Source: an optimization exercise on an open RTL-to-GDS flow (aim: small area). Production flows keep margins and buffers that such runs may drop. Only simulation tests tie the RTL to the original design; equivalence was not proved. No activity file was given, so power comes from the tool's default toggle rates.

==> flow/design.v <==
package scope_pkg;
    localparam logic [7:0] FRAME_HDR = 8'hA5;
    localparam int unsigned SET_EN_BIT   = 0;
    localparam int unsigned SET_MODE_LSB = 1;
    localparam int unsigned SET_MODE_MSB = 2;
    localparam int unsigned SET_TRIG_LSB = 3;
    localparam int unsigned SET_TRIG_MSB = 7;
endpackage
module frame_buffer #(
    parameter int unsigned NUM_CH    = 2,
    parameter int unsigned SAMPLE_W  = 12,
    parameter int unsigned FRAME_LEN = 64,
    localparam int unsigned WORD_W   = NUM_CH * SAMPLE_W
) (
    input  logic              clk,
    input  logic              reset,
    input  logic              shift,
    input  logic [WORD_W-1:0] wr_data,
    output logic [WORD_W-1:0] head,     
    output logic              pol
);
    logic [FRAME_LEN*WORD_W-1:0] sr, prev;
    logic                        sel_prev, sel_own;
    assign sel_prev = shift || reset;
    assign sel_own  = !shift || reset;
    assign prev     = {sr[(FRAME_LEN-1)*WORD_W-1:0], wr_data ^ {WORD_W{pol}}};
    always_ff @(posedge clk) begin
        sr <= ~((sr | {FRAME_LEN*WORD_W{sel_prev}}) & (prev | {FRAME_LEN*WORD_W{sel_own}}));
        if (reset) pol <= 1'b0;
        else       pol <= ~pol;
    end
    assign head = sr[FRAME_LEN*WORD_W-1 -: WORD_W];
endmodule
module capture_framer #(
    parameter int unsigned NUM_CH    = 2,
    parameter int unsigned SAMPLE_W  = 12,
    parameter int unsigned FRAME_LEN = 64
) (
    input  logic                       clk,
    input  logic                       reset,
    input  logic [7:0]                 settings,
    input  logic [SAMPLE_W-1:0]        trig_level,
    input  logic                       sample_valid,
    input  logic [NUM_CH*SAMPLE_W-1:0] samples,
    output logic [7:0]                 tx_data,
    output logic                       tx_valid,
    input  logic                       tx_ready,
    output logic                       busy,
    output logic                       overrun
);
    localparam int unsigned IDX_W = $clog2(FRAME_LEN);
    typedef enum logic [2:0] {
        IDLE,
        ARMED,
        CAPTURE,
        SEND_HDR,
        SEND_CFG,
        SEND_DATA,
        SEND_SUM,
        DONE
    } state_t;
    state_t              state, state_nxt;
    logic [7:1]          set_q;        
    logic [SAMPLE_W-1:0] level_q;
    logic                prev_ge;      
    logic                have_prev;
    logic [IDX_W-1:0]    idx;          
    logic [1:0]          bsel;         
    logic [7:0]          csum;
    logic                tx_valid_nxt;
    logic                overrun_nxt;
    logic                en, take, free_run, trig_ch1;
    logic [SAMPLE_W-1:0] trig_curr;
    logic                curr_ge, trig_hit;
    logic                store, shift, idx_last;
    logic [NUM_CH*SAMPLE_W-1:0] head;
    logic [7:0]          data_byte;
    logic                pol;
    frame_buffer #(
        .NUM_CH    (NUM_CH),
        .SAMPLE_W  (SAMPLE_W),
        .FRAME_LEN (FRAME_LEN)
    ) u_buf (
        .clk     (clk),
        .reset   (reset),
        .shift   (shift),
        .wr_data (samples),
        .head    (head),
        .pol     (pol)
    );
    assign en       = settings[scope_pkg::SET_EN_BIT];
    assign take     = tx_valid && tx_ready;
    assign free_run = (set_q[2:1] == 2'b00);
    assign trig_ch1 = (set_q[7:3] == 5'd1);
    assign trig_curr = trig_ch1 ? samples[2*SAMPLE_W-1:SAMPLE_W] : samples[SAMPLE_W-1:0];
    assign curr_ge  = (trig_curr >= level_q);
    assign trig_hit = (set_q[2:1] == 2'b10) ? (prev_ge && !curr_ge) : (!prev_ge && curr_ge);
    assign idx_last = (idx == IDX_W'(FRAME_LEN - 1));
    assign store = en && sample_valid &&
                   ((state == CAPTURE) || (state == ARMED && !free_run && have_prev && trig_hit));
    assign shift = store || (state == SEND_DATA && take && bsel == 2'd3);
    always_comb begin
        case (bsel)
            2'd0: data_byte = head[7:0] ^ {8{pol}};
            2'd1: data_byte = {4'h0, head[11:8] ^ {4{pol}}};
            2'd2: data_byte = head[19:12] ^ {8{pol}};
            default: data_byte = {4'h0, head[23:20] ^ {4{pol}}};
        endcase
        case (state)
            SEND_CFG:  tx_data = {set_q, 1'b1};
            SEND_DATA: tx_data = data_byte;
            SEND_SUM:  tx_data = csum;
            default:   tx_data = scope_pkg::FRAME_HDR;
        endcase
    end
    always_comb begin
        state_nxt    = state;
        tx_valid_nxt = tx_valid;
        overrun_nxt  = overrun | sample_valid;
        case (state)
            IDLE: begin
                if (en) begin
                    state_nxt   = ARMED;
                    overrun_nxt = 1'b0;
                end
            end
            ARMED: begin
                overrun_nxt = overrun;
                if (!en)           state_nxt = IDLE;
                else if (free_run) state_nxt = CAPTURE;
                else if (store)    state_nxt = CAPTURE;
            end
            CAPTURE: begin
                overrun_nxt = overrun;
                if (!en)                    state_nxt = IDLE;
                else if (store && idx_last) state_nxt = SEND_HDR;
            end
            SEND_HDR: begin
                tx_valid_nxt = 1'b1;
                if (take) state_nxt = SEND_CFG;
            end
            SEND_CFG: begin
                if (take) state_nxt = SEND_DATA;
            end
            SEND_DATA: begin
                if (take && idx_last && bsel == 2'd3) state_nxt = SEND_SUM;
            end
            SEND_SUM: begin
                if (take) begin
                    tx_valid_nxt = 1'b0;
                    if (set_q[2:1] == 2'b11) state_nxt = DONE;
                    else if (en)             state_nxt = ARMED;
                    else                     state_nxt = IDLE;
                end
            end
            default: begin   
                if (!en) state_nxt = IDLE;
            end
        endcase
    end
    always_ff @(posedge clk) begin
        if (reset) begin
            state    <= IDLE;
            tx_valid <= 1'b0;
            busy     <= 1'b0;
            overrun  <= 1'b0;
        end else begin
            state    <= state_nxt;
            tx_valid <= tx_valid_nxt;
            busy     <= (state_nxt != IDLE) && (state_nxt != DONE);
            overrun  <= overrun_nxt;
        end
    end
    always_ff @(posedge clk) begin
        if (state == IDLE && en) begin
            set_q   <= settings[7:1];
            level_q <= trig_level;
        end
        if (state == ARMED && sample_valid) begin
            prev_ge <= curr_ge;
        end
        have_prev <= (state == ARMED) && (have_prev || sample_valid);
        idx       <= ((state == ARMED) ? '0 : idx) + IDX_W'(shift);
        bsel      <= (state == SEND_DATA) ? bsel + 2'(take) : 2'd0;
        if (state == SEND_HDR) begin
            csum <= scope_pkg::FRAME_HDR;
        end else if (take) begin
            csum <= csum ^ tx_data;
        end
    end
endmodule
==> flow/config.mk <==
export PLATFORM = sky130hd
export DESIGN_NAME = capture_framer
export DESIGN_NICKNAME = capture_framer
export VERILOG_FILES = /design/flow/design.v
export SDC_FILE = /design/flow/constraint.sdc
export NUM_CORES = 4
export LEC_CHECK = 0
export ABC_AREA = 1
export ABC_CLOCK_PERIOD_IN_PS = 7000
export CAP_MARGIN = 20
export CORE_MARGIN = 2
export CORE_UTILIZATION = 70
export CTS_BUF_LIST = sky130_fd_sc_hd__clkbuf_8
export CTS_CLUSTER_DIAMETER = 60
export CTS_CLUSTER_SIZE = 18
export PLACE_DENSITY = 0.8
export SLEW_MARGIN = 20
==> flow/constraint.sdc <==
create_clock -name core_clock -period 7.0 [get_ports {clk}]
set_input_delay 1.4000 -clock core_clock [delete_from_list [all_inputs] [get_ports {clk}]]
set_output_delay 1.4000 -clock core_clock [all_outputs]
set_load 0.01 [all_outputs]
run.sh (not shown) runs the stock make flow with config.mk's settings and CLKGATE_MAP_FILE= SYNTH_SCRIPT=/design/flow/synth_recipe.tcl, a recipe that flattens the netlist after the stock synthesis.
The first run ran to the end with no violations.
==> next run, changes <==
ABC_CLOCK_PERIOD_IN_PS = not set   (was 7000)
CTS_BUF_LIST = not set   (was sky130_fd_sc_hd__clkbuf_8)
CTS_CLUSTER_DIAMETER = not set   (was 60)
CTS_CLUSTER_SIZE = not set   (was 18)
Effect: The changed run passed the timing, design-rule and antenna checks. Clock skew came out lower by 0.0081 ns. Count of clock-buffer cells in the layout grows by 113. Non-clock buffer count is unchanged. Synthesized area stays the same. Die area does not change. Wire length went up by 5.5%. Sequential power hardly moves. Fmax drops by 0.88%.

==> static timing again, ports no longer ideal <==
The results above use ideal ports. As a check the final layouts listed here were re-extracted and re-timed, cells and wires unchanged. Step 1 sets driving cells, clkbuf_16 on the clock port and buf_2 on the other inputs (assumed; they add their load-dependent delay and slew). Step 2 moves the port delays by t, midway between the first and last clock arrival at a register: inputs arrive t later, outputs are due t later. That takes back most of the time a late clock gives input paths. Slacks: ideal / step 1 / step 2; pairs: ideal / step 1.
| run | t, ns | slack for setup (ns) | worst setup path at the end | latest minus earliest clock arrival (ns) | worst slew at a driven data input, ns |
|---|---|---|---|---|---|
| the first run | 0.784 | 2.417 / 2.408 / 1.845 | input to register | 0.037 / 0.036 | 0.05 |
| the second run | 0.776 | 2.376 / 2.376 / 1.797 | input to register | 0.027 / 0.027 | 0.06 |
After both steps setup and hold are still met in every run listed. For the second run, which loses most, drivers alone change the setup slack by 0.000 ns; drivers and shift together by -0.579 ns.
